Background: an optimization exercise with open tools, aiming at small area and a short achievable clock period. Do not read the settings as production practice.
At most, simulation tests tie the RTL to the original design; equivalence was not proved.
No functional check of the RTL was part of runs 1 to 3 and 6.
Power and IR drop assume default switching activity.

--- flow/flow/run.sh ---
#!/bin/bash
# Standard layout, with the port buffers made from plain buffers instead of
# the delay cells buffer_ports picks by default.
set -euo pipefail
cd "$(dirname "$0")/.."
bash standard.sh synth > synth.log 2>&1
bash standard.sh "BUFFER_PORTS_ARGS=-buffer_cell sky130_fd_sc_hd__buf_2" finish > layout.log 2>&1
--- flow/config.mk ---
export PLATFORM = sky130hd
export DESIGN_NAME = fpalu_top
export DESIGN_NICKNAME = fpalu_top
export VERILOG_FILES = /design/flow/design.v
export SDC_FILE = /design/flow/constraint.sdc
export NUM_CORES = 4
export LEC_CHECK = 0
export CAP_MARGIN = 20
export CORE_MARGIN = 2
export CORE_UTILIZATION = 40
export SETUP_SLACK_MARGIN = 2.0
export SLEW_MARGIN = 20
--- flow/standard.sh ---
#!/bin/bash
# synth_recipe.tcl (not shown) runs the flow's synth.tcl, then flattens the netlist and writes it again
# the make line also repeats each setting of config.mk as NAME=value (left out here)
make -C /OpenROAD-flow-scripts/flow DESIGN_CONFIG=/design/flow/config.mk WORK_HOME=/design/flow/orfs CLKGATE_MAP_FILE= SYNTH_SCRIPT=/design/flow/synth_recipe.tcl "${@:-finish}"
--- flow/constraint.sdc ---
create_clock -name core_clock -period 5.5 [get_ports {clk}]
set_input_delay 1.1000 -clock core_clock [delete_from_list [all_inputs] [get_ports {clk}]]
set_output_delay 1.1000 -clock core_clock [all_outputs]
set_load 0.01 [all_outputs]
--- flow/design.v ---
package fpalu_pkg;
	typedef logic [5:0] exp_t;	 
	typedef logic [21:0] man_t;	 
	typedef logic [4:0] hexp_t;	 
	typedef logic [22:0] sum_t;
	typedef logic [4:0] shamt_t;
	typedef enum logic {
		OP_ADD = 1'b0,	 
		OP_MUL = 1'b1	 
	} fpalu_op_t;
	localparam int AL_EXP_BIAS = 31;	 
	localparam int ML_EXP_BIAS = 15;	 
	localparam int ML_MAN_BITS = 11;	 
	localparam int PP_BITS = 12;	 
endpackage
module exp_lt (
	input  logic [5:0] a,
	input  logic [5:0] b,
	output logic       lt	 
);
	logic [5:0] g, e;
	logic       lt1, lt0, eq1, eq0;
	always_comb begin
		g = ~a & b;	 
		e = ~(a ^ b);
		lt1 = g[5] | (e[5] & g[4]) | (e[5] & e[4] & g[3]);
		eq1 = e[5] & e[4] & e[3];
		lt0 = g[2] | (e[2] & g[1]) | (e[2] & e[1] & g[0]);
		lt = lt1 | (eq1 & lt0);
	end
endmodule
module operand_align (
	input  logic [21:0] man,
	input  logic [5:0]  d,
	output logic [21:0] sh
);
	always_comb begin
		sh = man;
		if (d[0]) sh = sh >> 1;
		if (d[1]) sh = sh >> 2;
		if (d[2]) sh = sh >> 4;
		if (d[3]) sh = sh >> 8;
		if (d[4]) sh = sh >> 16;
		if (d[5]) sh = '0;
	end
endmodule
module booth_enc (
	input  logic [10:0] y,
	output logic [5:0]  one,	 
	output logic [5:0]  two,	 
	output logic [5:0]  neg	 
);
	logic [12:0] yz;	 
	always_comb begin
		yz = {1'b0, y, 1'b0};
		for (int k = 0; k < 6; k++) begin
			logic [2:0] g;
			g = yz[2*k +: 3];
			one[k] = g[0] ^ g[1];
			two[k] = (g == 3'b011) || (g == 3'b100);
			neg[k] = g[2] & ~(g[1] & g[0]);	 
		end
	end
endmodule
module booth_mul (
	input  logic [10:0] m,	 
	input  logic [5:0]  one,
	input  logic [5:0]  two,
	input  logic [5:0]  neg,
	output logic [22:0] row_s,
	output logic [22:0] row_c
);
	localparam logic [7:0] K_HI = 8'hD5;
	logic [5:0][11:0]  e;	 
	logic [5:0][22:0]  r;
	always_comb begin
		for (int k = 0; k < 6; k++)
			e[k] = (({12{one[k]}} & {1'b0, m}) | ({12{two[k]}} & {m, 1'b0})) ^ {12{neg[k]}};
		r[0] = {K_HI, ~neg[0], neg[0], neg[0], e[0]};
		for (int k = 1; k < 5; k++)
			r[k] = 23'({~neg[k], e[k], 1'b0, neg[k-1]}) << (2 * k - 2);
		r[5] = 23'({e[5], 1'b0, neg[4]}) << 8;	 
	end
	function automatic logic [45:0] csa(input logic [22:0] a, input logic [22:0] b, input logic [22:0] c);
		logic [22:0] s, cy;
		s = a ^ b ^ c;
		cy = (a & b) | (a & c) | (b & c);
		csa = {s, cy[21:0], 1'b0};
	endfunction
	logic [22:0] s1a, c1a, s1b, c1b, s2, c2;
	always_comb begin
		{s1a, c1a} = csa(r[0], r[1], r[2]);
		{s1b, c1b} = csa(r[3], r[4], r[5]);
		{s2, c2} = csa(s1a, c1a, s1b);
		{row_s, row_c} = csa(s2, c2, c1b);
	end
endmodule
module lzc23 (
	input  logic [22:0] w,
	output logic [4:0]  n	 
);
	always_comb begin
		n = 5'd23;
		for (int k = 0; k < 23; k++)
			if (w[k])
				n = 5'(22 - k);
	end
endmodule
module lzc11 (
	input  logic [10:0] w,
	output logic [3:0]  n	 
);
	always_comb begin
		n = 4'd11;
		for (int k = 0; k < 11; k++)
			if (w[k])
				n = 4'(10 - k);
	end
endmodule
module lza23 (
	input  logic [22:0] x,
	input  logic [22:0] y,
	input  logic        ci,
	output logic [4:0]  n
);
	logic [22:0] f;
	logic [22:0] o;	 
	always_comb begin
		o = {x[21:0] | y[21:0], ci};
		f = ~(x ^ y) & o;
	end
	lzc23 u_lzc (
		.w(f),
		.n(n)
	);
endmodule
module sum_normalize (
	input  logic [22:0] w,
	input  logic [3:0]  z,
	input  logic        nc,	 
	output logic [21:0] man,
	output logic        c
);
	logic [22:0] sh;
	always_comb begin
		sh = w;
		if (z[3]) sh = sh << 8;
		if (z[2]) sh = sh << 4;
		if (z[1]) sh = sh << 2;
		if (z[0]) sh = sh << 1;
		c = ~nc & ~sh[22];
		man = c ? sh[21:0] : sh[22:1];
	end
endmodule
module fpalu_top (
	input  logic                 clk,
	input  logic                 rst,
	input  logic                 in_valid,
	input  fpalu_pkg::fpalu_op_t op,
	input  logic                 a_sgn,
	input  fpalu_pkg::exp_t      a_exp,
	input  fpalu_pkg::man_t      a_man,
	input  logic                 b_sgn,
	input  fpalu_pkg::exp_t      b_exp,
	input  fpalu_pkg::man_t      b_man,
	output logic                 out_valid,
	output logic                 y_sgn,
	output fpalu_pkg::exp_t      y_exp,
	output fpalu_pkg::man_t      y_man
);
	logic        a_lt_b, lt, mul;
	logic [5:0]  dab, dba;
	logic        nz_a, nz_b;
	logic [10:0] sb;
	logic [5:0]  one, two, neg;
	logic [3:0]  lb;
	exp_lt u_lt (
		.a (a_exp),
		.b (b_exp),
		.lt(a_lt_b)
	);
	always_comb begin
		mul = (op == fpalu_pkg::OP_MUL);
		lt = a_lt_b & ~mul;
		dab = a_exp - b_exp;
		dba = b_exp - a_exp;
		nz_a = (a_exp[4:0] != '0);
		nz_b = (b_exp[4:0] != '0);
		sb = {nz_b, b_man[9:0]};
	end
	booth_enc u_enc (
		.y  (sb),
		.one(one),
		.two(two),
		.neg(neg)
	);
	lzc11 u_lzb (
		.w(sb),
		.n(lb)
	);
	logic        v1, mul1, sl1, sr1;
	logic [5:0]  el1, d1;
	logic [21:0] ml1, mr1;
	always_ff @(posedge clk) begin
		v1 <= in_valid & ~rst;
		mul1 <= mul;
		sl1 <= lt ? b_sgn : a_sgn;
		sr1 <= lt ? a_sgn : b_sgn;
		el1 <= lt ? b_exp : a_exp;
		if (mul) begin
			ml1 <= {10'b0, nz_b, nz_a, a_man[9:0]};
			mr1 <= {lb, neg, two, one};
			d1 <= 6'({1'b0, a_exp[4:0]} + {1'b0, b_exp[4:0]} + 6'd3);
		end else begin
			ml1 <= lt ? b_man : a_man;
			mr1 <= lt ? a_man : b_man;
			d1 <= a_lt_b ? dba : dab;
		end
	end
	logic [21:0] rsh;
	logic        lz, sub;
	logic [22:0] prod_s, prod_c;
	logic [3:0]  la;
	logic        pz, nz_r;
	logic [5:0]  pexp;
	logic [4:0]  pzc;
	operand_align u_align (
		.man(mr1),
		.d  (d1),
		.sh (rsh)
	);
	booth_mul u_mul (
		.m    (ml1[10:0]),
		.one  (mr1[5:0]),
		.two  (mr1[11:6]),
		.neg  (mr1[17:12]),
		.row_s(prod_s),
		.row_c(prod_c)
	);
	lzc11 u_lza (
		.w(ml1[10:0]),
		.n(la)
	);
	always_comb begin
		lz = (ml1 == '0);
		sub = sl1 ^ sr1;
		nz_r = ml1[11];
		pz = (la == 4'd11) || (mr1[21:18] == 4'd11);
		pexp = d1 + (pz ? 6'd0 : 6'(!ml1[10]) + 6'(!nz_r));
		pzc = pz ? 5'd23 : 5'(5'd1 + la + mr1[21:18]);
	end
	logic        v2, sg2, byp2, ci2, mul2;
	logic [5:0]  e2;
	logic [4:0]  zm2;
	logic [22:0] x2, y2;
	always_ff @(posedge clk) begin
		v2 <= v1 & ~rst;
		mul2 <= mul1;
		zm2 <= pzc;
		if (mul1) begin
			x2 <= prod_s;
			y2 <= prod_c;
			ci2 <= 1'b0;
			e2 <= pexp;
			sg2 <= sub;
			byp2 <= 1'b0;
		end else if (lz) begin
			x2 <= {mr1, 1'b0};
			y2 <= '0;
			ci2 <= 1'b0;
			e2 <= el1 - d1;	 
			sg2 <= sr1;
			byp2 <= 1'b1;
		end else begin
			x2 <= {1'b0, ml1};
			y2 <= {1'b0, rsh} ^ {23{sub}};
			ci2 <= sub;
			e2 <= el1 + 6'd1;
			sg2 <= sl1;
			byp2 <= 1'b0;
		end
	end
	logic [24:0] sum;
	logic [22:0] w;
	logic        wrap;
	logic [4:0]  zl, zs, z;
	lza23 u_lzant (
		.x (x2),
		.y (y2),
		.ci(ci2),
		.n (zl)
	);
	always_comb begin
		sum = {1'b0, x2, ci2} + {1'b0, y2, ci2};
		w = sum[23:1];
		wrap = ci2 & ~sum[24];	 
		zs = mul2 ? zm2 : (byp2 ? 5'd0 : zl);
		z = wrap ? 5'd0 : zs;
	end
	logic        v3, sg3, nc3;
	logic [5:0]  e3;
	logic [4:0]  z3;
	logic [22:0] w3;
	always_ff @(posedge clk) begin
		v3 <= v2 & ~rst;
		w3 <= z[4] ? {w[6:0], 16'b0} : w;
		z3 <= z;
		nc3 <= byp2 | (zs == 5'd23);
		e3 <= e2;
		sg3 <= sg2;
	end
	logic [21:0] nman;
	logic        c;
	logic [5:0]  ez0, ez1;
	always_comb begin
		ez0 = e3 - 6'(z3);
		ez1 = ez0 - 6'd1;
	end
	sum_normalize u_norm (
		.w  (w3),
		.z  (z3[3:0]),
		.nc (nc3),
		.man(nman),
		.c  (c)
	);
	always_ff @(posedge clk) begin
		out_valid <= v3 & ~rst;
		y_sgn <= sg3;
		y_exp <= c ? ez1 : ez0;
		y_man <= nman;
	end
endmodule
==> results of run 1 <==
## cell type report
class,instances,area share [%]
Tap cell,461,3.65
Sequential cell,189,24.0
Multi-Input combinational cell,1212,60.9
Timing Repair Buffer,113,3.93
Clock inverter,14,1.24
Inverter,149,3.54
Clock buffer,18,2.78
## power breakdown
part,internal (uW),switching [uW],total (uW)
Clock,710,597,1310
Combinational,2280,2950,5230
Sequential,1860,388,2250
Total,4850,3940,8790
## timing repair
action                                  CTS  global route
buffers inserted                          0             6
cloned                                    0             1
endpoints found under the setup margin    3            16
gates resized for setup                   2             5
pin swaps                                 0             2
## cell usage in the layout, fill, tap and decap left out, types with 45 or more instances in the layout
| cell type | instances |
|---|---|
| dfxtp_1 | 183 |
| inv_1 | 143 |
| nand2_1 | 143 |
| nor2_1 | 120 |
| mux2i_1 | 112 |
| ha_1 | 111 |
| xnor2_1 | 92 |
| buf_2 | 91 |
| o21ai_0 | 77 |
| a21oi_1 | 77 |
| a22oi_1 | 66 |
| fa_1 | 51 |
| mux2_2 | 45 |
## metrics by stage
step	instance area [um2]	util (%)	hold WS, ns	total power [uW]
3_3_place_gp	15100	42.5	0.314	7410
6_report	15800	44.5	0.327	8790
3_5_place_dp	15100	42.5	0.312	7480
4_1_cts	15700	44.4	0.318	8820
5_1_grt	15800	44.5	0.321	9550
2_1_floorplan	14400	-	0.310	6110
## metal layers
metal / global-route usage, % / part of all wire, % / vias up
met2: 32.0 / 47 / 323
met5: 0 / 0 / -
met4: 7.46 / 3.0 / 0
li1: - / - / 5708
met1: 25.2 / 45 / 5438
met3: 2.56 / 4.5 / 64
## worst paths after layout
| kind | from | endpoint | slack (ns) | cells past startpoint |
|---|---|---|---|---|
| worst max register to register | mr1[15] | x2[11] | 2.08 | 8 |
| worst min-delay path | e2[5] | e3[5] | 0.33 | 0 |
| worst max-delay path | mr1[15] | x2[11] | 2.08 | 8 |
| worst min register to register | e2[5] | e3[5] | 0.33 | 0 |
## state kept, by name, indices dropped and copies added, names as in the netlist, 5 cells and up
signal	flops
z3	5
w3	23
x2	23
mr1	22
y_man	22
d1	6
el1	6
y_exp	6
zm2	5
ml1	22
e3	6
e2	6
y2	23
## cells by family (layout without fill, tap and decap cells)
| group | after synthesis | after routing |
|---|---|---|
| compound gates | 360 | 360 |
| xor+xnor | 137 | 137 |
| fa+ha+maj | 162 | 162 |
| buf+inv | 263 | 294 |
| flops | 189 | 189 |
| mux | 171 | 171 |
| simple gates | 381 | 382 |
## worst reg2reg max path, cell delays in order (launching register included)
cell	delay, ns
dfxtp_1	0.73
inv_2	0.31
xnor2_1	0.29
fa_1	0.50
fa_1	0.56
inv_1	0.05
fa_1	0.47
nand2_1	0.09
o21ai_0	0.26
==> summary.md, run 1 <==
| Metric | Value |
|---|---|
| Outcome | `no timing/DRC/antenna violations` |
| Fin. Hold Viols | `0` |
| Pin count of the biggest net entering global routing | `53` |
| Setup TNS | `0 ns` |
| Die area | `37500 um2` |
| Fraction of registers with async set/reset | `0%` |
| Hold WC Path Type | `reg2reg` |
| Slowest cell delay on critical path | `0.73 ns` |
| Die W | `approximately 190 um` |
| LEAKAGE | `0.00707 uW` |
| Post-Syn Nets | `approximately 1900` |
| Max Cap Viol | `0` |
| RSZ-0062 raised after global routing | `true` |
| Worst Slack Setup Final | `~2.1 ns` |
| H-tree depth | `4` |
| Clk Latency, worst-skew pair | `~0.44 ns` |
| Slowest-stage cell, CP | `dfxtp_1` |
| Mapped Cells | `1663` |
| Nets | `1906` |
| Share of cells above drive strength 1 | `between 10% and 20%` |
| Seq/Total Area, Yosys | `a little over a quarter` |
| Max Clk Rate | `0.293 GHz` |
| Crit Path Category | `reg2reg` |
| Startpoint types | `flop` |
| DRT antenna net count | `0` |
| Mux contribution to synthesized area | `between 10% and 20%` |
| Drt initial violations | `around 780` |
| Area share of fa/ha/maj cells after synthesis | `around 17%` |
| Row count | `69` |
| Worst-path clk slew | `about 0.07 ns` |
| CP Cell Sequence | `inv_2 -> xnor2_1 -> fa_1 -> fa_1 -> inv_1 -> fa_1 -> nand2_1 -> o21ai_0` |
| Tcrit/Tclk final | `62.1%` |
| Vias post-DR | `approximately 12000` |
| Sequential Area | `3790 um2` |
| Detailed Place HPWL | `28400 um` |
| Total power divided by cell area | `556 nW/um2` |
| Count leader, synth | `dfxtp_1` |
| Starting density of the core | `40.6%` |
| Worst EP arrival | `3.69 ns` |
| Synth cell types | `70` |
| First-pass GRT wire length | `58200 um` |
| Antenna diode instance count | `0` |
| Crit path max-delay family | `adder cells` |
| Post-synthesis simple-gate area fraction | `12.0%` |
| Non-filler cells, final | `2156` |
| Routed WL per cell | `17.1 um` |
| Clock Path Buffers | `2` |
| Most used DFF post-synth | `dfxtp_1` |
| Final setup fails | `0` |
| Iteration count of the initial detailed-routing pass | `5` |
| Post-synth top area cell | `dfxtp_1` |
| GRT overflow | `0` |
| Fillers | `3481` |
| Hold Buf Count CTS | `0` |
| Area Overhead vs Synth | `9.73%` |
| Peak VDD IR | `0.329 mV` |
| Max-slew violations | `0` |
| Critical Path End Type | `flop` |
| Root buf cell | `clkbuf_16` |
| Total track usage | `a little under a fifth` |
| Largest family of logic cells by synthesized area | `adder cells` |
| Total Routed Length | `approximately 37000 um` |
| Worst-margin pin slew | `approximately 0.87 ns` |
| Xor-xnor portion of the synthesized cell area | `8.33%` |
| Yosys warnings | `9` |
| #FFs+latches synth | `approximately 190` |
| Placement Setup Slack | `1.73 ns` |
| Synth top cells by count | `189 x dfxtp_1, 143 x inv_1, 143 x nand2_1, 121 x nor2_1, 112 x mux2i_1` |
| Initial antenna violation count | `0` |
| WP data required | `5.78 ns` |
| TritonCTS Sinks | `189` |
| Placed Cells | `2117` |
| Worst Skew | `~0.012 ns` |
| Vias in the first global route | `11100` |
| DRC | `0` |
| Synth area leaders | `dfxtp_1 26%, ha_1 9.6%, mux2i_1 7.8%, fa_1 7.1%, xnor2_1 5.7%` |
| Die H | `around 190 um` |
| Share of the synthesized area in the top cell type | `a little over a quarter` |
| Number of port buffers | `91` |
| Slew HR | `a little over two fifths` |
| Vias per inst | `5.35` |
| Core area | `35500 um2` |
| Routability cong. | `0.903` |
| TritonCTS Buffers | `17` |
| Mapped Area | `roughly 14000 um2` |
| Post-layout min period | `3.42 ns` |
| Critical Path Fanout Max | `10` |
| CP bufs+invs | `2` |
| Multi-input gate area | `9620 um2` |
| Compound-Gate Fraction of Synth Area | `between 10% and 20%` |
| CTS tree | `done` |
| Syn avg cell area | `8.66 um2` |
| Cell mode on critical path | `fa_1` |
| Post-synth EDFFs | `0` |
| Io pins | `92` |
==> inputs of run 2 (changes only) <==
==> flow/flow/run.sh (replaced) <==
#!/bin/bash
# Standard layout with the extra ORFS settings below
set -euo pipefail
cd "$(dirname "$0")/.."
bash standard.sh synth > synth.log 2>&1
bash standard.sh "BUFFER_PORTS_ARGS=-buffer_cell sky130_fd_sc_hd__buf_2" MATCH_CELL_FOOTPRINT=0 finish > layout.log 2>&1
--- a/flow/config.mk
+++ b/flow/config.mk
@@ -8,5 +8,5 @@
 export CAP_MARGIN = 20
 export CORE_MARGIN = 2
 export CORE_UTILIZATION = 40
-export SETUP_SLACK_MARGIN = 2.0
+export SETUP_SLACK_MARGIN = 2.5
 export SLEW_MARGIN = 20
==> run 2 against run 1 <==
Still clean on timing, DRC and antenna. Register-to-register slack improved by 0.44 ns. Non-clock buffer count increased by 29. Final cell count increased by 1.5%. Setup slack improved by 0.44 ns. Flip-flop and latch count unchanged. Via count increased by 2.0%. Critical path type unchanged. Largest power group unchanged. Highest routed layer unchanged.
==> summary.md, run 2 <==
| Metric | Value |
|---|---|
| Starting density of the core | `40.6%` |
| Io pins | `92` |
| Commonest non-fill, non-tap cell in the layout | `dfxtp_1` |
| DRC | `0` |
| Post-layout min period | `2.98 ns` |
| GRT overflow | `0` |
| Share of cells above drive strength 1 | `between 10% and 20%` |
| Max Clk Rate | `0.336 GHz` |
| Max Cap Viol | `0` |
| First-pass GRT wire length | `60000 um` |
| Mapped Area | `14400 um2` |
| TritonCTS Buffers | `17` |
| Number of port buffers | `91` |
| Startpoint types | `flop` |
| Pin count of the biggest net entering global routing | `51` |
| Slowest cell delay on critical path | `0.55 ns` |
| LEAKAGE | `0.00727 uW` |
| Hold WC Path Type | `reg2reg` |
| Mapped Cells | `1663` |
| Endpoint, Worst Hold | `y_sgn` |
| Count leader, synth | `dfxtp_1` |
| Clk Latency, worst-skew pair | `between 0.4 and 0.5 ns` |
| Core Util, Final | `46.1%` |
| Vias in the first global route | `11500` |
| Fin. Hold Viols | `0` |
| Peak VDD IR | `0.277 mV` |
| Synth cell types | `70` |
| Tcrit/Tclk final | `54.2%` |
| Total power divided by cell area | `551 nW/um2` |
| Post-synth EDFFs | `0` |
| CP Depth | `9` |
| CP bufs+invs | `2` |
| Max-slew violations | `0` |
| Final setup fails | `0` |
| Worst EP arrival | `3.20 ns` |
| Clock Path Buffers | `2` |
| H-tree depth | `4` |
| Row count | `69` |
| Syn avg cell area | `slightly below 9 um2` |
| R2r setup slk | `2.52 ns` |
| Synth area leaders | `dfxtp_1 26%, ha_1 9.6%, mux2i_1 7.8%, fa_1 7.1%, xnor2_1 5.7%` |
| Reg2Reg Depth | `9` |
| Die W | `between 150 and 200 um` |
| Routed WL per cell | `about 17 um` |
| Iteration count of the initial detailed-routing pass | `5` |
| Post-synth top area cell | `dfxtp_1` |
| Outcome | `no timing/DRC/antenna violations` |
| Root buf cell | `clkbuf_16` |
| Worst-path clk slew | `0.08 ns` |
| #FFs+latches synth | `189` |
| Crit path max-delay family | `adder cells` |
| Initial antenna violation count | `0` |
| Critical Path End Type | `flop` |
| Routability cong. | `0.912` |
| Yosys warnings | `9` |
| Vias post-DR | `11800` |
| Hold wc startpoint | `sg3` |
| RSZ-0062 raised after global routing | `true` |
| Hold Buf Count CTS | `0` |
| CTS tree | `done` |
| Cell mode on critical path | `fa_1` |
| Most frequent cells in the layout | `159 x dfxtp_1, 143 x nand2_1, 140 x inv_1` |
| Total track usage | `19.8%` |
| Vias per inst | `5.38` |
| WP data required | `5.73 ns` |
| Die area | `37500 um2` |
| Slowest-stage cell, CP | `dfxtp_2` |
| DRT antenna net count | `0` |
| Setup TNS | `0 ns` |
| Area Overhead vs Synth | `13.5%` |
| Detailed Place HPWL | `28200 um` |
| Crit Path Category | `reg2reg` |
| Share of the synthesized area in the top cell type | `26.3%` |
| Core area | `35500 um2` |
| Fraction of registers with async set/reset | `0%` |
| CP Cell Sequence | `a22oi_1 -> xnor2_1 -> fa_1 -> inv_1 -> fa_1 -> inv_1 -> fa_1 -> nand2_1 -> o21ai_0` |
| Hold Crit Depth | `0` |
| Die H | `194 um` |
| Slew HR | `43.9%` |
| Worst r2r src | `mr1[2]` |
| Worst Skew | `0.0179 ns` |
| Top Registers | `w3: 23 flops, x2: 23 flops, y2: 23 flops` |
| Total Routed Length | `38200 um` |
| Synth top cells by count | `189 x dfxtp_1, 143 x inv_1, 143 x nand2_1, 121 x nor2_1, 112 x mux2i_1` |
| Nets | `1937` |
| Post-Syn Nets | `1887` |
| Worst-margin pin slew | `0.833 ns` |
| Drt initial violations | `878` |
| Seq/Total Area, Yosys | `26.3%` |
| Most used DFF post-synth | `dfxtp_1` |
| Critical Path Fanout Max | `14` |
| Worst reg2reg path endpoint | `x2[9]` |
| TritonCTS Sinks | `189` |
## run 2: through the flow
step                      power (uW)  cells  setup slack, ns  hold WS [ns]  instance area (um2)
after floorplan                 6120   1663             2.27         0.310                14400
after global placement          7410   2116             1.51         0.314                15100
after detailed placement        7490   2116             1.42         0.312                15100
after CTS                       8830   2159             2.47         0.326                15900
after global routing            9750   2187             2.47         0.339                16300
final                           9000   2188             2.52         0.329                16400
## run 2: cells by family after synthesis
family,after synthesis,synth area share [%]
and+or+nand+nor,381,12.0
adders and majority gates,162,16.7
DFF,189,26.3
AOI/OAI and AO/OA,360,16.0
muxes,171,13.5
xor gates and xnor gates,137,8.33
buffers and inverters,263,7.16
## run 2: worst max-delay path by stage
stage,startpoint,to,slack (ns)
finish,mr1[2],x2[9],2.52
global route,a_exp[1],d1[4],2.47
CTS,b_exp[1],d1[4],2.47
detailed placement,a_exp[1],d1[4],1.42
global placement,a_exp[1],d1[4],1.51
floorplan,a_exp[1],d1[4],2.27
## run 2: final cells by class
class	count	area, um2
Sequential cell	189	3880
Tap cell	461	577
Clock inverter	15	171
Inverter	149	564
Fill cell	3431	19100
Clock buffer	17	425
Antenna cell	1	2.50
Timing Repair Buffer	142	918
Multi-Input combinational cell	1214	9820
## run 2: worst reg2reg max path, stage by stage (launching register included)
cell and delay, ns:
dfxtp_2 0.55, a22oi_1 0.15, xnor2_1 0.18, fa_1 0.55, inv_1 0.05, fa_1 0.47, inv_1 0.05, fa_1 0.43
nand2_1 0.08, o21ai_0 0.24
## run 2: power by group
part / internal, uW / switching [uW] / leakage, uW / total [uW]
registers: 1860 / 368 / 0.00160 / 2230
logic: 2410 / 3090 / 0.00538 / 5500
clock network: 652 / 619 / 0.000293 / 1270
## run 2: timing repair
item | 4_1_cts | 5_1_grt
pin swaps | 8 | 11
endpoints found under the setup margin | 111 | 45
gates resized for setup | 55 | 45
setup buffers | 9 | 25
gates cloned | 2 | 3
## run 2: per-layer routing
layer | vias to the layer above | routed length [um] | global-route usage (%) | share of wire [%]
met1 | 5560 | 17100 | 25.5 | 45
met2 | 367 | 18400 | 33.2 | 48
met4 | 0 | 959 | 7.94 | 2.5
li1 | 5770 | - | - | -
met3 | 68 | 1830 | 2.92 | 4.8
met5 | - | 0 | 0 | 0
==> inputs of run 3 (changes only) <==
--- a/flow/config.mk
+++ b/flow/config.mk
@@ -8,5 +8,5 @@
 export CAP_MARGIN = 20
 export CORE_MARGIN = 2
 export CORE_UTILIZATION = 40
-export SETUP_SLACK_MARGIN = 2.5
+export SETUP_SLACK_MARGIN = 2.8
 export SLEW_MARGIN = 20
==> run 3 against run 2 <==
Combinational power increased by 8.7%. Clock-buffer cell count increased by 3. Sequential share of layout area is 1.9 points lower. Final cell count rose by 3.9%. Highest routed layer unchanged.
==> summary.md, run 3 <==
| Metric | Value |
|---|---|
| Total Routed Length | `41900 um` |
| Worst r2r src | `mr1[8]` |
| Synth cell types | `70` |
| Core area | `35500 um2` |
| Vias in the first global route | `12000` |
| WP data required | `about 5.8 ns` |
| Root buf cell | `clkbuf_16` |
| Hold WC Path Type | `reg2reg` |
| DRT antenna net count | `0` |
| Total track usage | `21.0%` |
| Seq pwr share | `23.6%` |
| Synth top cells by count | `189 x dfxtp_1, 143 x inv_1, 143 x nand2_1, 121 x nor2_1, 112 x mux2i_1` |
| Fin. Hold Viols | `0` |
| Detailed Place HPWL | `28500 um` |
| Clock share of power | `13.3%` |
| Hold Crit Depth | `0` |
| Cell Int Power | `5190 uW` |
| Routability cong. | `0.888` |
| Iteration count of the initial detailed-routing pass | `5` |
| Most used DFF post-synth | `dfxtp_1` |
| TritonCTS Buffers | `17` |
| Clk Latency, worst-skew pair | `0.44 ns` |
| Nets | `2024` |
| R2r setup slk | `2.67 ns` |
| Row count | `69` |
| Die area | `37500 um2` |
| Max Clk Rate | `0.345 GHz` |
| Share of the synthesized area in the top cell type | `26.3%` |
| Sw frac | `45.2%` |
| Critical Path Fanout Max | `3` |
| LEAKAGE | `0.00788 uW` |
| Drt initial violations | `842` |
| Max Cap Viol | `0` |
| Reg2Reg Depth | `9` |
| Routed WL per cell | `18.4 um` |
| Top Registers | `w3: 23 flops, x2: 23 flops, y2: 23 flops` |
| RSZ-0062 raised after global routing | `true` |
| Vias post-DR | `12400` |
| Worst Slack Setup Final | `2.61 ns` |
| #FFs+latches synth | `189` |
| Peak VDD IR | `0.304 mV` |
| Post-route design area | `17900 um2` |
| Post-synth EDFFs | `0` |
| Worst-margin pin slew | `0.789 ns` |
| Most frequent cells in the layout | `157 x dfxtp_1, 142 x nand2_1, 131 x inv_1` |
| Fraction of registers with async set/reset | `0%` |
| Max-slew violations | `0` |
| Fillers | `roughly 3200` |
| Vias per inst | `5.46` |
| Tcrit/Tclk final | `52.6%` |
| Final setup fails | `0` |
| Worst reg2reg path endpoint | `x2[11]` |
| Slew HR | `46.8%` |
| Startpoint types | `primary input` |
| Critical Path End Type | `flop` |
| Post-synth top area cell | `dfxtp_1` |
| Share of cells above drive strength 1 | `27.4%` |
| Die H | `194 um` |
| Mapped Cells | `1663` |
| Initial antenna violation count | `0` |
| Post-layout min period | `2.89 ns` |
| Clock Path Buffers | `2` |
| Syn avg cell area | `8.66 um2` |
| Setup TNS | `0 ns` |
| Total power divided by cell area | `530 nW/um2` |
| Worst-path clk slew | `0.07 ns` |
| Synth area leaders | `dfxtp_1 26%, ha_1 9.6%, mux2i_1 7.8%, fa_1 7.1%, xnor2_1 5.7%` |
| Net Sw Power | `4280 uW` |
| DRC | `0` |
| Placement Setup Slack | `1.80 ns` |
| Die W | `194 um` |
| Gate power share | `roughly 63%` |
| Yosys warnings | `9` |
| Mapped Area | `14400 um2` |
| TritonCTS Sinks | `189` |
| Worst EP arrival | `3.20 ns` |
| Hold wc startpoint | `sg3` |
| Starting density of the core | `40.6%` |
| Io pins | `92` |
| Antenna diode instance count | `0` |
| H-tree depth | `4` |
| Area Overhead vs Synth | `24.1%` |
| Seq/Total Area, Yosys | `between 20% and 30%` |
| First-pass GRT wire length | `roughly 64000 um` |
| Outcome | `no timing/DRC/antenna violations` |
| Count leader, synth | `dfxtp_1` |
| Number of port buffers | `91` |
| Endpoint, Worst Hold | `y_sgn` |
| GRT overflow | `0` |
| Commonest non-fill, non-tap cell in the layout | `dfxtp_1` |
| Crit Path Category | `in2reg` |
| Worst Skew | `around 0.012 ns` |
| Tot Pwr | `9470 uW` |
| CTS tree | `done` |
| Post-Syn Nets | `1887` |
| Placed inst area | `15100 um2` |
| Pin count of the biggest net entering global routing | `54` |
==> run 3: power groups by stage <==
stage / clock (uW) / combinational, uW / sequential [uW]
floorplan: 0 / 4020 / 2120
global placement: 0 / 5190 / 2260
detailed placement: 0 / 5250 / 2270
CTS: 1290 / 5590 / 2240
global route: 1350 / 6600 / 2290
finish: 1260 / 5980 / 2240
==> run 3: area by class of cell <==
type                       count  area, um2  share of cell area [%]
tap                          461        577                    3.23
multi-input combinational   1213      10300                    57.7
clock inverter                12        145                   0.812
timing repair buffer         230       1900                    10.6
clock buffer                  20        447                    2.50
inverter                     149        591                    3.31
sequential                   189       3890                    21.8
==> run 3: cell families after synthesis <==
logic type                 count (synthesis)  synth area share, %
AOI/OAI and AO/OA                        360                 16.0
adders and majority gates                162                 16.7
xor gates and xnor gates                 137                 8.33
DFF                                      189                 26.3
muxes                                    171                 13.5
and+or+nand+nor                          381                 12.0
buffers and inverters                    263                 7.16
==> run 3: repair_timing <==
| action | CTS | global route |
|---|---|---|
| setup buffers | 58 | 58 |
| pin swaps | 36 | 74 |
| cloned | 7 | 1 |
| hold buffers | 0 | 0 |
| gates resized for setup | 153 | 116 |
| setup endpoints to repair | 151 | 107 |
==> run 3: worst max path at each step <==
| stage | slack (ns) | endpoint | startpoint |
|---|---|---|---|
| after floorplan | 2.26 | d1[4] | a_exp[1] |
| after global placement | 1.85 | d1[1] | a_exp[1] |
| after detailed placement | 1.80 | d1[1] | a_exp[1] |
| after CTS | 2.71 | d1[4] | b_exp[1] |
| after global routing | 2.55 | d1[5] | a_exp[1] |
| final | 2.61 | d1[5] | a_exp[1] |
==> run 3: worst max-delay path, stage by stage <==
cell,delay (ns)
buf_8,0.09
inv_8,0.03
ha_4,0.27
nor2b_1,0.05
o21ai_1,0.17
a21oi_2,0.10
o41ai_4,0.27
buf_4,0.21
buf_6,0.11
mux2_4,0.32
o2111ai_4,0.20
and4_1,0.21
o31ai_1,0.07
==> run 3: metal layers <==
metal	vias to the layer above	routed length (um)	track usage, %
li1	5951	-	-
met1	5976	17900	26.7
met2	397	20500	36.1
met3	94	1920	2.90
met4	0	1550	8.17
met5	-	0	0
==> run 3: per-stage QoR <==
| step | hold slack, ns | utilization (%) | std cells |
|---|---|---|---|
| after global placement | 0.312 | 42.7 | 2118 |
| after detailed placement | 0.312 | 42.7 | 2118 |
| final | 0.329 | 50.4 | 2274 |
| after CTS | 0.330 | 47.5 | 2215 |
| after global routing | 0.332 | 50.4 | 2274 |
| after floorplan | 0.310 | - | 1663 |
==> inputs of run 4 (changes only) <==
--- a/flow/design.v
+++ b/flow/design.v
@@ -199,7 +199,7 @@
 		.n(lb)
 	);
 	logic        v1, mul1, sl1, sr1;
-	logic [5:0]  el1, d1;
+	logic [5:0]  el1, er1, d1;
 	logic [21:0] ml1, mr1;
 	always_ff @(posedge clk) begin
 		v1 <= in_valid & ~rst;
@@ -207,8 +207,9 @@
 		sl1 <= lt ? b_sgn : a_sgn;
 		sr1 <= lt ? a_sgn : b_sgn;
 		el1 <= lt ? b_exp : a_exp;
+		er1 <= lt ? a_exp : b_exp;
 		if (mul) begin
-			ml1 <= {10'b0, nz_b, nz_a, a_man[9:0]};
+			ml1 <= {11'b0, nz_a, a_man[9:0]};
 			mr1 <= {lb, neg, two, one};
 			d1 <= 6'({1'b0, a_exp[4:0]} + {1'b0, b_exp[4:0]} + 6'd3);
 		end else begin
@@ -244,7 +245,7 @@
 	always_comb begin
 		lz = (ml1 == '0);
 		sub = sl1 ^ sr1;
-		nz_r = ml1[11];
+		nz_r = (er1[4:0] != '0);
 		pz = (la == 4'd11) || (mr1[21:18] == 4'd11);
 		pexp = d1 + (pz ? 6'd0 : 6'(!ml1[10]) + 6'(!nz_r));
 		pzc = pz ? 5'd23 : 5'(5'd1 + la + mr1[21:18]);
@@ -268,7 +269,7 @@
 			x2 <= {mr1, 1'b0};
 			y2 <= '0;
 			ci2 <= 1'b0;
-			e2 <= el1 - d1;	 
+			e2 <= er1;
 			sg2 <= sr1;
 			byp2 <= 1'b1;
 		end else begin
==> flow/flow/run.sh (replaced) <==
#!/bin/bash
# Standard layout with the extra ORFS settings below
set -euo pipefail
cd "$(dirname "$0")/.."
bash standard.sh synth > synth.log 2>&1
bash standard.sh "BUFFER_PORTS_ARGS=-buffer_cell sky130_fd_sc_hd__buf_1" finish > layout.log 2>&1
--- a/flow/config.mk
+++ b/flow/config.mk
@@ -7,6 +7,6 @@
 export LEC_CHECK = 0
 export CAP_MARGIN = 20
 export CORE_MARGIN = 2
-export CORE_UTILIZATION = 40
-export SETUP_SLACK_MARGIN = 2.8
+export CORE_UTILIZATION = 60
+export SETUP_SLACK_MARGIN = 2.5
 export SLEW_MARGIN = 20
==> run 4 against run 3 <==
Still clean. Clock skew grew 0.0034 ns. Non-clock buffer count shrank 104. Final cell count shrank 8.6%. Flip-flop and latch count grew 6. Clock power grew 9.5%. Die area shrank 32%. Critical path depth shrank 5. Combinational power shrank 7.9%. Final area shrank 10%. First-iteration DRC count grew 18%. Setup slack lost 0.071 ns. Global-route usage grew 9.0 points. Highest routed layer unchanged.
==> summary.md, run 4 <==
| Metric | Value |
|---|---|
| Pin count of the biggest net entering global routing | `68` |
| Routed WL per cell | `18.4 um` |
| Drt initial violations | `993` |
| Hold Slack | `approximately 0.33 ns` |
| Critical Path Fanout Max | `16` |
| Share of the synthesized area in the top cell type | `26.8%` |
| Worst-path clk slew | `0.09 ns` |
| DRC | `0` |
| Synth area leaders | `dfxtp_1 27%, ha_1 9.2%, fa_1 6.9%, mux2i_1 5.9%, xnor2_1 5.9%` |
| Tcrit/Tclk final | `53.9%` |
| Routability cong. | `0.936` |
| Vias in the first global route | `approximately 11000` |
| Count leader, synth | `dfxtp_1` |
| Worst reg2reg path endpoint | `x2[7]` |
| Total power divided by cell area | `around 570 nW/um2` |
| Die area | `25500 um2` |
| Detailed Place HPWL | `28300 um` |
| Crit Path Category | `reg2reg` |
| Post-synth top area cell | `dfxtp_1` |
| Synth cell types | `75` |
| Total Routed Length | `38200 um` |
| Post-synth EDFFs | `0` |
| Seq/Total Area, Yosys | `around 27%` |
| R2r setup slk | `approximately 2.5 ns` |
| Area Overhead vs Synth | `10.2%` |
| H-tree depth | `4` |
| Clk Latency, worst-skew pair | `0.45 ns` |
| Iteration count of the initial detailed-routing pass | `6` |
| Die H | `160 um` |
| Grt met2 use | `48.6%` |
| Max-slew violations | `0` |
| CTS tree | `done` |
| Hold Buf Count CTS | `0` |
| Placement Setup Slack | `1.18 ns` |
| Slew HR | `35.9%` |
| RSZ-0062 raised after global routing | `true` |
| Startpoint types | `flop` |
| Worst Slack Setup Final | `2.53 ns` |
| Root buf cell | `clkbuf_16` |
| TritonCTS Sinks | `slightly below 200` |
| GRT overflow | `0` |
| Number of port buffers | `a little over 90` |
| LEAKAGE | `0.00693 uW` |
| #FFs+latches synth | `195` |
| Yosys warnings | `9` |
| Worst-margin pin slew | `0.961 ns` |
| Antenna diode instance count | `0` |
| Nets | `1966` |
| Synth top cells by count | `195 x dfxtp_1, 182 x nand2_1, 142 x inv_1, 121 x nor2_1, 114 x o21ai_0` |
| Commonest non-fill, non-tap cell in the layout | `nand2_1` |
| Worst r2r src | `mr1[8]` |
| Initial antenna violation count | `0` |
| M3 GR Usage | `5.30%` |
| Hold WC Path Type | `reg2reg` |
| Critical Path End Type | `flop` |
| Most frequent cells in the layout | `182 x nand2_1, 165 x dfxtp_1, 137 x inv_1` |
| Top Registers | `w3: 23 flops, x2: 23 flops, y2: 23 flops` |
| Setup TNS | `0 ns` |
| Worst EP arrival | `3.20 ns` |
| Vias post-DR | `approximately 12000` |
| Outcome | `no timing/DRC/antenna violations` |
| Io pins | `92` |
| Crit path from | `mr1[8]` |
| Die W | `~160 um` |
| DRT antenna net count | `0` |
| First-pass GRT wire length | `61000 um` |
| Core area | `23600 um2` |
| Total track usage | `30.0%` |
| Mapped Area | `14500 um2` |
| Peak VDD IR | `0.440 mV` |
| GRT met1 Usage | `41.0%` |
| Post-Syn Nets | `approximately 1900` |
| Share of cells above drive strength 1 | `about an eighth` |
| Mapped Cells | `1715` |
| Starting density of the core | `a little over 60%` |
| Max Clk Rate | `0.337 GHz` |
| Max Cap Viol | `0` |
| Post-layout min period | `2.97 ns` |
| Row count | `56` |
| Most used DFF post-synth | `dfxtp_1` |
| Clock Path Buffers | `2` |
| TritonCTS Buffers | `17` |
| WP data required | `5.73 ns` |
| Reg2Reg Depth | `8` |
| Worst setup path end | `x2[7]` |
| Vias per inst | `5.85` |
| Syn avg cell area | `8.48 um2` |
| Final setup fails | `0` |
| Fraction of registers with async set/reset | `0%` |
| Worst Skew | `~0.015 ns` |
| Top Usage Layer GRT | `met2` |
| Fin. Hold Viols | `0` |
## run 4: changes by cell type after synthesis, sizes merged, moves of 5 or more
cell / before / now
o21ai: 109 / 119
mux2: 45 / 39
nand2: 143 / 182
xnor2: 93 / 98
dfxtp: 189 / 195
nor3: 19 / 27
mux2i: 112 / 86
nor2b: 28 / 16
a21oi: 77 / 109
xor2: 44 / 38
a22oi: 66 / 60
## run 4: worst min path at each step
| stage | depth (start not counted) | endpoint | from | slack (ns) |
|---|---|---|---|---|
| floorplan | 0 | e3[0] | e2[0] | 0.31 |
| global placement | 0 | e3[3] | e2[3] | 0.31 |
| detailed placement | 0 | e3[5] | e2[5] | 0.31 |
| CTS | 0 | e3[5] | e2[5] | 0.33 |
| global route | 0 | e3[3] | e2[3] | 0.34 |
| finish | 0 | e3[5] | e2[5] | 0.33 |
## run 4: layout make-up
type | count | area [um2]
timing repair buffer | 126 | 633
clock buffer | 17 | 425
multi-input combinational | 1258 | 9770
clock inverter | 15 | 251
inverter | 149 | 572
sequential | 195 | 3990
fill | 1980 | 7580
tap | 319 | 399
## run 4: metrics by stage
step	std cells	utilization [%]	instance area (um2)	power, uW
6_report	2079	67.9	16000	9200
5_1_grt	2079	67.9	16000	9960
4_1_cts	2066	67.0	15800	9150
3_5_place_dp	2024	63.4	15000	7640
3_3_place_gp	2024	63.4	15000	7560
2_1_floorplan	1715	-	14600	6330
## run 4: kinds of logic after synthesis
group / Yosys count / synth area share [%]
AO/OA/AOI/OAI: 405 / 17.3
XOR/XNOR: 136 / 8.19
adder cells (fa/ha/maj): 157 / 16.1
buffers and inverters: 265 / 7.36
flip-flops: 195 / 26.8
multiplexers: 141 / 11.5
AND/OR/NAND/NOR: 416 / 12.7
## run 4: timing repair
action,in CTS,in global routing
gates cloned,3,0
endpoints found under the hold margin,0,0
setup buffers,7,13
endpoints found under the setup margin,110,62
pin swaps,4,11
resized for setup,37,43
## run 4: critical path, stage by stage (launching register included)
cell     delay (ns)
dfxtp_2        0.57
a22oi_1        0.17
xor2_1         0.19
fa_1           0.51
fa_1           0.49
inv_1          0.06
fa_1           0.44
nand2_1        0.07
o21ai_0        0.24
## run 4: routing by layer
metal  share of wire [%]  wire length [um]
met2                  47             18000
met3                 7.2              2750
met5                   0                 0
met1                  44             16700
met4                 2.1               809
## run 4: power by group
part,internal (uW),switching (uW)
Combinational,2340,3170
Sequential,1910,400
Clock,660,717
==> inputs of run 5 (changes only) <==
==> flow/flow/run.sh (replaced) <==
#!/bin/bash
# Standard layout with the extra ORFS settings below
set -euo pipefail
cd "$(dirname "$0")/.."
bash standard.sh synth > synth.log 2>&1
bash standard.sh "BUFFER_PORTS_ARGS=-buffer_cell sky130_fd_sc_hd__buf_2" "CTS_ARGS=-sink_clustering_enable -repair_clock_nets -dont_use_dummy_load -buf_list {sky130_fd_sc_hd__clkbuf_4 sky130_fd_sc_hd__clkbuf_8}" finish > layout.log 2>&1
--- a/flow/config.mk
+++ b/flow/config.mk
@@ -7,6 +7,6 @@
 export LEC_CHECK = 0
 export CAP_MARGIN = 20
 export CORE_MARGIN = 2
-export CORE_UTILIZATION = 60
+export CORE_UTILIZATION = 40
 export SETUP_SLACK_MARGIN = 2.5
 export SLEW_MARGIN = 20
==> run 5 against run 4 <==
Final area is 1.1% lower. Combinational power about the same. Routed wire length is essentially flat. Synthesized area stayed put. Die area grew 49%. Hold slack got worse by 0.028 ns. Global-route usage decreased by 9.8 points. Final cell count increased by 6.0%. Largest cell class unchanged. Synthesized cell count did not move. Non-clock buffer count down 3. Sequential share of layout area rose by 0.32 points.
==> summary.md, run 5 <==
| Metric | Value |
|---|---|
| Clock Path Buffers | `2` |
| TritonCTS Sinks | `195` |
| Share of cells above drive strength 1 | `15.7%` |
| CP Depth | `11` |
| Critical Path End Type | `flop` |
| Slowest-stage cell, CP | `mux2_4` |
| Post-layout min period | `3.01 ns` |
| Critical Path Fanout Max | `8` |
| Die W | `195 um` |
| Area Overhead vs Synth | `9.01%` |
| Drt initial violations | `787` |
| Count leader, synth | `dfxtp_1` |
| Iteration count of the initial detailed-routing pass | `6` |
| Routed WL per cell | `about 17 um` |
| Crit Path Category | `in2reg` |
| Worst r2r src | `ml1[7]` |
| DRC | `0` |
| Max Cap Viol | `0` |
| Worst EP arrival | `3.40 ns` |
| Worst-margin pin slew | `0.889 ns` |
| Vias in the first global route | `11600` |
| Outcome | `no timing/DRC/antenna violations` |
| Total track usage | `20.2%` |
| Vias per inst | `5.39` |
| Hold Crit Depth | `0` |
| Vias post-DR | `11900` |
| Io pins | `92` |
| H-tree depth | `4` |
| Post-Syn Nets | `1934` |
| Sequential Area | `3990 um2` |
| Nets | `1963` |
| Initial antenna violation count | `0` |
| Post-synth top area cell | `dfxtp_1` |
| TritonCTS Buffers | `17` |
| Routability cong. | `between 0.9 and 1` |
| Most used DFF post-synth | `dfxtp_1` |
| DRT antenna net count | `0` |
| GRT overflow | `0` |
| Hold wc startpoint | `e2[5]` |
| Startpoint types | `primary input` |
| Fin. Hold Viols | `0` |
| Root buf cell | `clkbuf_8` |
| Top Registers | `w3: 23 flops, x2: 23 flops, y2: 23 flops` |
| CP bufs+invs | `2` |
| Synth area leaders | `dfxtp_1 27%, ha_1 9.2%, fa_1 6.9%, mux2i_1 5.9%, xnor2_1 5.9%` |
| Detailed Place HPWL | `29100 um` |
| Clk Latency, worst-skew pair | `around 0.49 ns` |
| Commonest non-fill, non-tap cell in the layout | `nand2_1` |
| Crit path from | `a_exp[1]` |
| Syn avg cell area | `approximately 8.5 um2` |
| Seq/Total Area, Yosys | `roughly 27%` |
| LEAKAGE | `~0.0070 uW` |
| Pin count of the biggest net entering global routing | `68` |
| Mapped Area | `14500 um2` |
| Starting density of the core | `around two fifths` |
| Crit path max-delay family | `compound AO/OA/AOI/OAI gates` |
| Number of port buffers | `91` |
| Die H | `195 um` |
| Hold WC Path Type | `reg2reg` |
| Row count | `69` |
| Hold Buf Count CTS | `0` |
| Multi-input gate area | `9740 um2` |
| Die area | `37900 um2` |
| CTS tree | `done` |
| Post-synth EDFFs | `0` |
| WP data required | `5.89 ns` |
| Synth cell types | `75` |
| Core area | `35700 um2` |
| Share of the synthesized area in the top cell type | `26.8%` |
| Tcrit/Tclk final | `54.7%` |
| Slew HR | `40.7%` |
| Fillers | `3570` |
| CP Cell Sequence | `clkbuf_4 -> clkinvlp_4 -> ha_4 -> nor2b_1 -> o21a_1 -> o21ai_4 -> a21o_4 -> mux2_4 -> a22o_1 -> o31a_1 -> o31ai_1` |
| Synth top cells by count | `195 x dfxtp_1, 182 x nand2_1, 142 x inv_1, 121 x nor2_1, 114 x o21ai_0` |
| Reg2Reg Depth | `9` |
| Final setup fails | `0` |
| Mapped Cells | `1715` |
| Most frequent cells in the layout | `182 x nand2_1, 163 x dfxtp_1, 139 x inv_1` |
| First-pass GRT wire length | `60800 um` |
| Worst-path clk slew | `0.09 ns` |
| Tot Pwr | `8520 uW` |
| Yosys warnings | `9` |
| #FFs+latches synth | `195` |
| RSZ-0062 raised after global routing | `true` |
| Max-slew violations | `0` |
| Setup TNS | `0 ns` |
| Hold Slack | `approximately 0.3 ns` |
| Total Routed Length | `approximately 38000 um` |
| Total power divided by cell area | `approximately 540 nW/um2` |
| Peak VDD IR | `0.231 mV` |
| Max Clk Rate | `between 0.3 and 0.4 GHz` |
| Worst Skew | `0.0335 ns` |
| Slowest cell delay on critical path | `0.34 ns` |
| Fraction of registers with async set/reset | `0%` |
| Antenna diode instance count | `0` |
[run 5: cell counts after synthesis]
Identical to the previous run, type by type.
[run 5: path summary, 6_finish.rpt]
check | to | slack (ns)
worst min register to register | e3[5] | 0.30
worst max register to register | x2[11] | 2.61
worst min-delay path | e3[5] | 0.30
worst max-delay path | d1[5] | 2.49
[run 5: layer usage]
layer,GRT usage (%),wire length [um],up-vias
met5,0,0,-
met4,9.12,1450,0
met3,3.30,1870,73
met2,33.6,17800,352
met1,25.8,17100,5579
li1,-,-,5872
[run 5: per-stage QoR]
stage	setup WS (ns)	instance area [um2]	util, %	instances
CTS	2.48	15600	43.8	2187
floorplan	2.39	14600	-	1715
global route	2.42	15900	44.5	2203
global placement	1.43	15300	42.8	2164
finish	2.49	15900	44.5	2203
detailed placement	1.39	15300	42.8	2164
[run 5: logic make-up after synthesis]
kind of cell | synth area share, %
AND/OR/NAND/NOR | 12.7
AO/OA/AOI/OAI | 17.3
buffers and inverters | 7.36
flip-flops | 26.8
adder cells (fa/ha/maj) | 16.1
multiplexers | 11.5
XOR/XNOR | 8.19
[run 5: cell type report]
| class | instances | share of cell area (%) |
|---|---|---|
| inverters | 149 | 3.63 |
| repair buffers | 123 | 4.66 |
| clock buffers | 17 | 1.48 |
| flip-flops and latches | 195 | 25.2 |
| well taps | 461 | 3.64 |
| multi-input cells | 1258 | 61.4 |
[run 5: timing repair]
| action | 4_1_cts | 5_1_grt |
|---|---|---|
| resized for setup | 38 | 34 |
| setup endpoints to repair | 100 | 69 |
| pin swaps | 4 | 4 |
| gates cloned | 3 | 0 |
| setup buffers | 3 | 16 |
[run 5: report_power, final]
part           switching (uW)  internal (uW)  leakage (uW)
Combinational            3120           2370       0.00520
Sequential                402           1910       0.00165
Clock                     448            274      0.000122
==> inputs of run 6 (changes only) <==
--- a/flow/design.v
+++ b/flow/design.v
@@ -44,42 +44,41 @@
 		if (d[5]) sh = '0;
 	end
 endmodule
-module booth_enc (
-	input  logic [10:0] y,
-	output logic [5:0]  one,	 
-	output logic [5:0]  two,	 
-	output logic [5:0]  neg	 
+module booth_pp (
+	input  logic [10:0]       m,	 
+	input  logic [10:0]       y,	 
+	output logic [5:0][11:0]  e,	 
+	output logic [4:0]        neg	 
 );
 	logic [12:0] yz;	 
 	always_comb begin
 		yz = {1'b0, y, 1'b0};
 		for (int k = 0; k < 6; k++) begin
 			logic [2:0] g;
+			logic one, two, n;
 			g = yz[2*k +: 3];
-			one[k] = g[0] ^ g[1];
-			two[k] = (g == 3'b011) || (g == 3'b100);
-			neg[k] = g[2] & ~(g[1] & g[0]);	 
+			one = g[0] ^ g[1];	 
+			two = (g == 3'b011) || (g == 3'b100);	 
+			n = g[2] & ~(g[1] & g[0]);	 
+			e[k] = (({12{one}} & {1'b0, m}) | ({12{two}} & {m, 1'b0})) ^ {12{n}};
+			if (k < 5)
+				neg[k] = n;
 		end
 	end
 endmodule
-module booth_mul (
-	input  logic [10:0] m,	 
-	input  logic [5:0]  one,
-	input  logic [5:0]  two,
-	input  logic [5:0]  neg,
-	output logic [22:0] row_s,
-	output logic [22:0] row_c
+module booth_sum (
+	input  logic [5:0][11:0]  e,
+	input  logic [4:0]        neg,
+	output logic [22:0]       row_s,
+	output logic [22:0]       row_c
 );
 	localparam logic [7:0] K_HI = 8'hD5;
-	logic [5:0][11:0]  e;	 
-	logic [5:0][22:0]  r;
+	logic [5:0][22:0] r;
 	always_comb begin
-		for (int k = 0; k < 6; k++)
-			e[k] = (({12{one[k]}} & {1'b0, m}) | ({12{two[k]}} & {m, 1'b0})) ^ {12{neg[k]}};
 		r[0] = {K_HI, ~neg[0], neg[0], neg[0], e[0]};
 		for (int k = 1; k < 5; k++)
 			r[k] = 23'({~neg[k], e[k], 1'b0, neg[k-1]}) << (2 * k - 2);
-		r[5] = 23'({e[5], 1'b0, neg[4]}) << 8;	 
+		r[5] = 23'({e[5], 1'b0, neg[4]}) << 8;
 	end
 	function automatic logic [45:0] csa(input logic [22:0] a, input logic [22:0] b, input logic [22:0] c);
 		logic [22:0] s, cy;
@@ -171,9 +170,10 @@
 	logic        a_lt_b, lt, mul;
 	logic [5:0]  dab, dba;
 	logic        nz_a, nz_b;
-	logic [10:0] sb;
-	logic [5:0]  one, two, neg;
-	logic [3:0]  lb;
+	logic [10:0] sa, sb;
+	logic [5:0][11:0] pe;
+	logic [4:0]  pneg;
+	logic [3:0]  la, lb;
 	exp_lt u_lt (
 		.a (a_exp),
 		.b (b_exp),
@@ -186,13 +186,18 @@
 		dba = b_exp - a_exp;
 		nz_a = (a_exp[4:0] != '0);
 		nz_b = (b_exp[4:0] != '0);
+		sa = {nz_a, a_man[9:0]};
 		sb = {nz_b, b_man[9:0]};
 	end
-	booth_enc u_enc (
+	booth_pp u_pp (
+		.m  (sa),
 		.y  (sb),
-		.one(one),
-		.two(two),
-		.neg(neg)
+		.e  (pe),
+		.neg(pneg)
+	);
+	lzc11 u_lza (
+		.w(sa),
+		.n(la)
 	);
 	lzc11 u_lzb (
 		.w(sb),
@@ -201,18 +206,21 @@
 	logic        v1, mul1, sl1, sr1;
 	logic [5:0]  el1, er1, d1;
 	logic [21:0] ml1, mr1;
+	logic [30:0] xm1;	 
+	logic [86:0] mbus;
+	always_comb mbus = {nz_b, nz_a, lb, la, pneg, pe};
 	always_ff @(posedge clk) begin
 		v1 <= in_valid & ~rst;
 		mul1 <= mul;
 		sl1 <= lt ? b_sgn : a_sgn;
 		sr1 <= lt ? a_sgn : b_sgn;
-		el1 <= lt ? b_exp : a_exp;
-		er1 <= lt ? a_exp : b_exp;
+		xm1 <= mbus[86:56];
 		if (mul) begin
-			ml1 <= {11'b0, nz_a, a_man[9:0]};
-			mr1 <= {lb, neg, two, one};
+			{er1, el1, mr1, ml1} <= mbus[55:0];
 			d1 <= 6'({1'b0, a_exp[4:0]} + {1'b0, b_exp[4:0]} + 6'd3);
 		end else begin
+			el1 <= lt ? b_exp : a_exp;
+			er1 <= lt ? a_exp : b_exp;
 			ml1 <= lt ? b_man : a_man;
 			mr1 <= lt ? a_man : b_man;
 			d1 <= a_lt_b ? dba : dab;
@@ -221,34 +229,31 @@
 	logic [21:0] rsh;
 	logic        lz, sub;
 	logic [22:0] prod_s, prod_c;
-	logic [3:0]  la;
-	logic        pz, nz_r;
+	logic [5:0][11:0] pe1;
+	logic [4:0]  pneg1;
+	logic [3:0]  la1, lb1;
+	logic        nz_a1, nz_b1;
+	logic        pz;
 	logic [5:0]  pexp;
 	logic [4:0]  pzc;
+	always_comb {nz_b1, nz_a1, lb1, la1, pneg1, pe1} = {xm1, er1, el1, mr1, ml1};
 	operand_align u_align (
 		.man(mr1),
 		.d  (d1),
 		.sh (rsh)
 	);
-	booth_mul u_mul (
-		.m    (ml1[10:0]),
-		.one  (mr1[5:0]),
-		.two  (mr1[11:6]),
-		.neg  (mr1[17:12]),
+	booth_sum u_mul (
+		.e    (pe1),
+		.neg  (pneg1),
 		.row_s(prod_s),
 		.row_c(prod_c)
 	);
-	lzc11 u_lza (
-		.w(ml1[10:0]),
-		.n(la)
-	);
 	always_comb begin
 		lz = (ml1 == '0);
 		sub = sl1 ^ sr1;
-		nz_r = (er1[4:0] != '0);
-		pz = (la == 4'd11) || (mr1[21:18] == 4'd11);
-		pexp = d1 + (pz ? 6'd0 : 6'(!ml1[10]) + 6'(!nz_r));
-		pzc = pz ? 5'd23 : 5'(5'd1 + la + mr1[21:18]);
+		pz = (la1 == 4'd11) || (lb1 == 4'd11);
+		pexp = d1 + (pz ? 6'd0 : 6'(!nz_a1) + 6'(!nz_b1));
+		pzc = pz ? 5'd23 : 5'(5'd1 + la1 + lb1);
 	end
 	logic        v2, sg2, byp2, ci2, mul2;
 	logic [5:0]  e2;
==> flow/run.sh (new file) <==
#!/bin/bash
# synth_recipe.tcl (not shown) runs the flow's synth.tcl, then flattens the netlist and writes it again
# the make line also repeats each setting of config.mk as NAME=value (left out here)
make -C /OpenROAD-flow-scripts/flow DESIGN_CONFIG=/design/flow/config.mk WORK_HOME=/design/flow/orfs CLKGATE_MAP_FILE= SYNTH_SCRIPT=/design/flow/synth_recipe.tcl finish
removed: flow/flow/run.sh
removed: flow/standard.sh
==> run 6 against run 5 <==
Still clean. Sequential share of layout area fell by 0.22 points. Flip-flop and latch count grew 31. Combinational power decreased by about 20%. Clock power is 130% higher. Largest cell class unchanged. Largest power group unchanged.
==> summary.md, run 6 <==
| Metric | Value |
|---|---|
| WP data required | `~6.0 ns` |
| Area share of fa/ha/maj cells after synthesis | `15.0%` |
| Initial antenna violation count | `0` |
| Xor-xnor portion of the synthesized cell area | `4.13%` |
| Post-Syn Nets | `between 2000 and 2500` |
| Synth area leaders | `dfxtp_1 28%, ha_1 8.3%, mux2i_1 7.7%, fa_1 6.7%, nand2_1 5.6%` |
| Placed Cells | `2386` |
| Startpoint types | `primary input` |
| Max Clk Rate | `approximately 0.34 GHz` |
| H-tree depth | `1` |
| Io pins | `92` |
| Fin. Hold Viols | `0` |
| Area Overhead vs Synth | `14.3%` |
| Vias per inst | `about 5.6` |
| Worst EP arrival | `~3.4 ns` |
| Max-slew violations | `0` |
| Outcome | `no timing/DRC/antenna violations` |
| Commonest non-fill, non-tap cell in the layout | `nand2_1` |
| Most frequent cells in the layout | `237 x nand2_1, 221 x dfxtp_1, 163 x a21oi_1` |
| DRT antenna net count | `0` |
| Slew HR | `a little under a quarter` |
| RSZ-0062 raised after global routing | `true` |
| Vias post-DR | `13600` |
| Clk Latency, worst-skew pair | `0.55 ns` |
| Hold Buf Count CTS | `0` |
| Starting density of the core | `40.3%` |
| Root buf cell | `clkbuf_16` |
| TritonCTS Buffers | `27` |
| Detailed Place HPWL | `36000 um` |
| Yosys warnings | `9` |
| Worst Skew | `0.0158 ns` |
| Total track usage | `22.4%` |
| Total power divided by cell area | `473 nW/um2` |
| Critical Path Fanout Max | `5` |
| Core area | `39500 um2` |
| Tcrit/Tclk final | `53.0%` |
| Non-filler cells, final | `2447` |
| Core Util, Final | `46.0%` |
| Synth cell types | `76` |
| Post-synth EDFFs | `0` |
| Worst-margin pin slew | `between 1 and 1.5 ns` |
| Clock Path Buffers | `3` |
| Share of the synthesized area in the top cell type | `between 20% and 30%` |
| Syn avg cell area | `approximately 8.4 um2` |
| Post-synth top area cell | `dfxtp_1` |
| CTS tree | `done` |
| Iteration count of the initial detailed-routing pass | `7` |
| Vias in the first global route | `13100` |
| Pin count of the biggest net entering global routing | `80` |
| Compound-Gate Fraction of Synth Area | `20.0%` |
| Synth top cells by count | `237 x nand2_1, 226 x dfxtp_1, 167 x a21oi_1, 160 x o21ai_0, 129 x inv_1` |
| Mux contribution to synthesized area | `12.0%` |
| Final setup fails | `0` |
| Die H | `203 um` |
| Mapped Cells | `between 1500 and 2000` |
| LEAKAGE | `0.00795 uW` |
| Fraction of registers with async set/reset | `0%` |
| First-pass GRT wire length | `approximately 73000 um` |
| Count leader, synth | `nand2_1` |
| Share of cells above drive strength 1 | `about a tenth` |
| Hold WC Path Type | `reg2reg` |
| Drt initial violations | `around 1100` |
| Total Routed Length | `47400 um` |
| Mapped Area | `between 15000 and 20000 um2` |
| Row count | `73` |
| Antenna diode instance count | `0` |
| Post-layout min period | `2.92 ns` |
| Most flops, register | `xm1` |
| TritonCTS Sinks | `226` |
| #FFs+latches synth | `226` |
| Seq/Total Area, Yosys | `roughly 28%` |
| Nets | `2124` |
| Number of port buffers | `slightly above 90` |
| Routed WL per cell | `19.4 um` |
| Largest family of logic cells by synthesized area | `compound AO/OA/AOI/OAI gates` |
| Most used DFF post-synth | `dfxtp_1` |
| Worst-path clk slew | `0.06 ns` |
| Number of flip-flops in the largest register | `31` |
| DRC | `0` |
| Crit Path Category | `in2reg` |
| Fillers | `3911` |
| Critical Path End Type | `flop` |
| Die area | `a little over 40000 um2` |
| Post-synthesis simple-gate area fraction | `13.6%` |
| Setup TNS | `0 ns` |
| Max Cap Viol | `0` |
| Routability cong. | `0.896` |
| Peak VDD IR | `0.220 mV` |
| Die W | `roughly 200 um` |
| GRT overflow | `0` |
run 6: cell types whose count changed after synthesis, moves of 31 or more:
cell and change:
mux2i_1 +37, dfxtp_1 +31, a21oi_1 +59, o21ai_0 +46, xnor2_1 -48, a22o_1 +38, nand2_1 +55, a22oi_1 -45
run 6: area by class of cell:
type / instances / area, um2 / share of cell area [%]
clock inverters: 13 / 75.1 / 0.413
inverters: 132 / 510 / 2.81
clock buffers: 35 / 766 / 4.22
repair buffers: 117 / 1140 / 6.30
flip-flops and latches: 226 / 4540 / 25.0
multi-input cells: 1399 / 10500 / 57.7
well taps: 525 / 657 / 3.62
run 6: cell families (layout without fill, tap and decap cells):
kind of cell / count (synthesis) / in the layout
compound gates: 513 / 513
xor+xnor: 75 / 75
flops: 226 / 226
simple gates: 484 / 484
fa+ha+maj: 159 / 159
mux: 168 / 168
buf+inv: 271 / 297
run 6: per-layer routing:
metal  GRT usage, %  up-vias  routed length (um)
li1               -     6576                   -
met1           28.3     6429               20200
met2           37.8      461               22300
met3           2.49      128                2260
met4           11.8        0                2700
met5              0        -                   0
run 6: report_power, final:
group / switching (uW) / internal [uW]
Sequential: 391 / 2110
Clock: 704 / 977
Combinational: 2440 / 1970
run 6: path summary, 6_finish.rpt:
check                               from  endpoint  slack [ns]  cells past startpoint
worst max-delay path            a_exp[5]     d1[5]        2.58                     11
worst min-delay path                 sg2       sg3        0.32                      0
worst max register to register     z3[3]  y_man[1]        2.61                      8
worst min register to register       sg2       sg3        0.32                      0
run 6: timing repair:
item	CTS	global route
gates cloned	0	1
resized for setup	43	44
setup buffers	4	8
endpoints found under the setup margin	107	73
pin swaps	3	9
run 6: metrics by stage:
stage               cell area, um2  power, uW  hold WS [ns]  worst slack (ns)
finish                       18200       8590         0.324              2.58
global placement             17000       6760         0.313              1.07
floorplan                    15900       5640         0.310              2.27
CTS                          18000       8540         0.327              2.50
detailed placement           17000       6820         0.314             0.993
global route                 18200       9240         0.330              2.41
run 6: worst max-delay path, stage by stage:
cell	delay, ns
clkdlybuf4s50_1	0.53
inv_1	0.06
ha_1	0.25
nor3_1	0.23
nor2_2	0.08
o41ai_4	0.06
buf_6	0.19
mux2_4	0.31
o2111a_1	0.28
o21bai_1	0.13
nor3b_2	0.16

==> re-timing with driven ports <==
The results above use ideal ports. As a check the final layouts listed here were re-extracted and re-timed, cells and wires unchanged. Step 1: set_driving_cell puts a clkbuf_16 on clk and a buf_2 on each other input, an assumption about the parent block. Step 2, shift: input delay + t, output delay - t, t = (earliest + latest rising clock arrival at the registers) / 2. This alone moves slack from input paths to output paths. Three values: ideal ports, drivers, drivers and shift; two values: the first two.
run	shift t [ns]	setup WS [ns]	slew at the worst register clock pin (ns)
run 1	0.490	2.085 / 2.085 / 1.721	0.08 / 0.08
run 2	0.495	2.521 / 2.521 / 2.139	0.08 / 0.08
run 3	0.493	2.606 / 2.602 / 2.109	0.08 / 0.08
run 4	0.498	2.535 / 2.535 / 2.085	0.09 / 0.09
run 5	0.520	2.493 / 2.520 / 2.000	0.11 / 0.11
run 6	0.597	2.583 / 2.593 / 1.996	0.06 / 0.06
After both steps setup and hold are still met in every run listed. For run 6, which loses most, drivers alone change the setup slack by +0.010 ns; drivers and shift together by -0.587 ns.
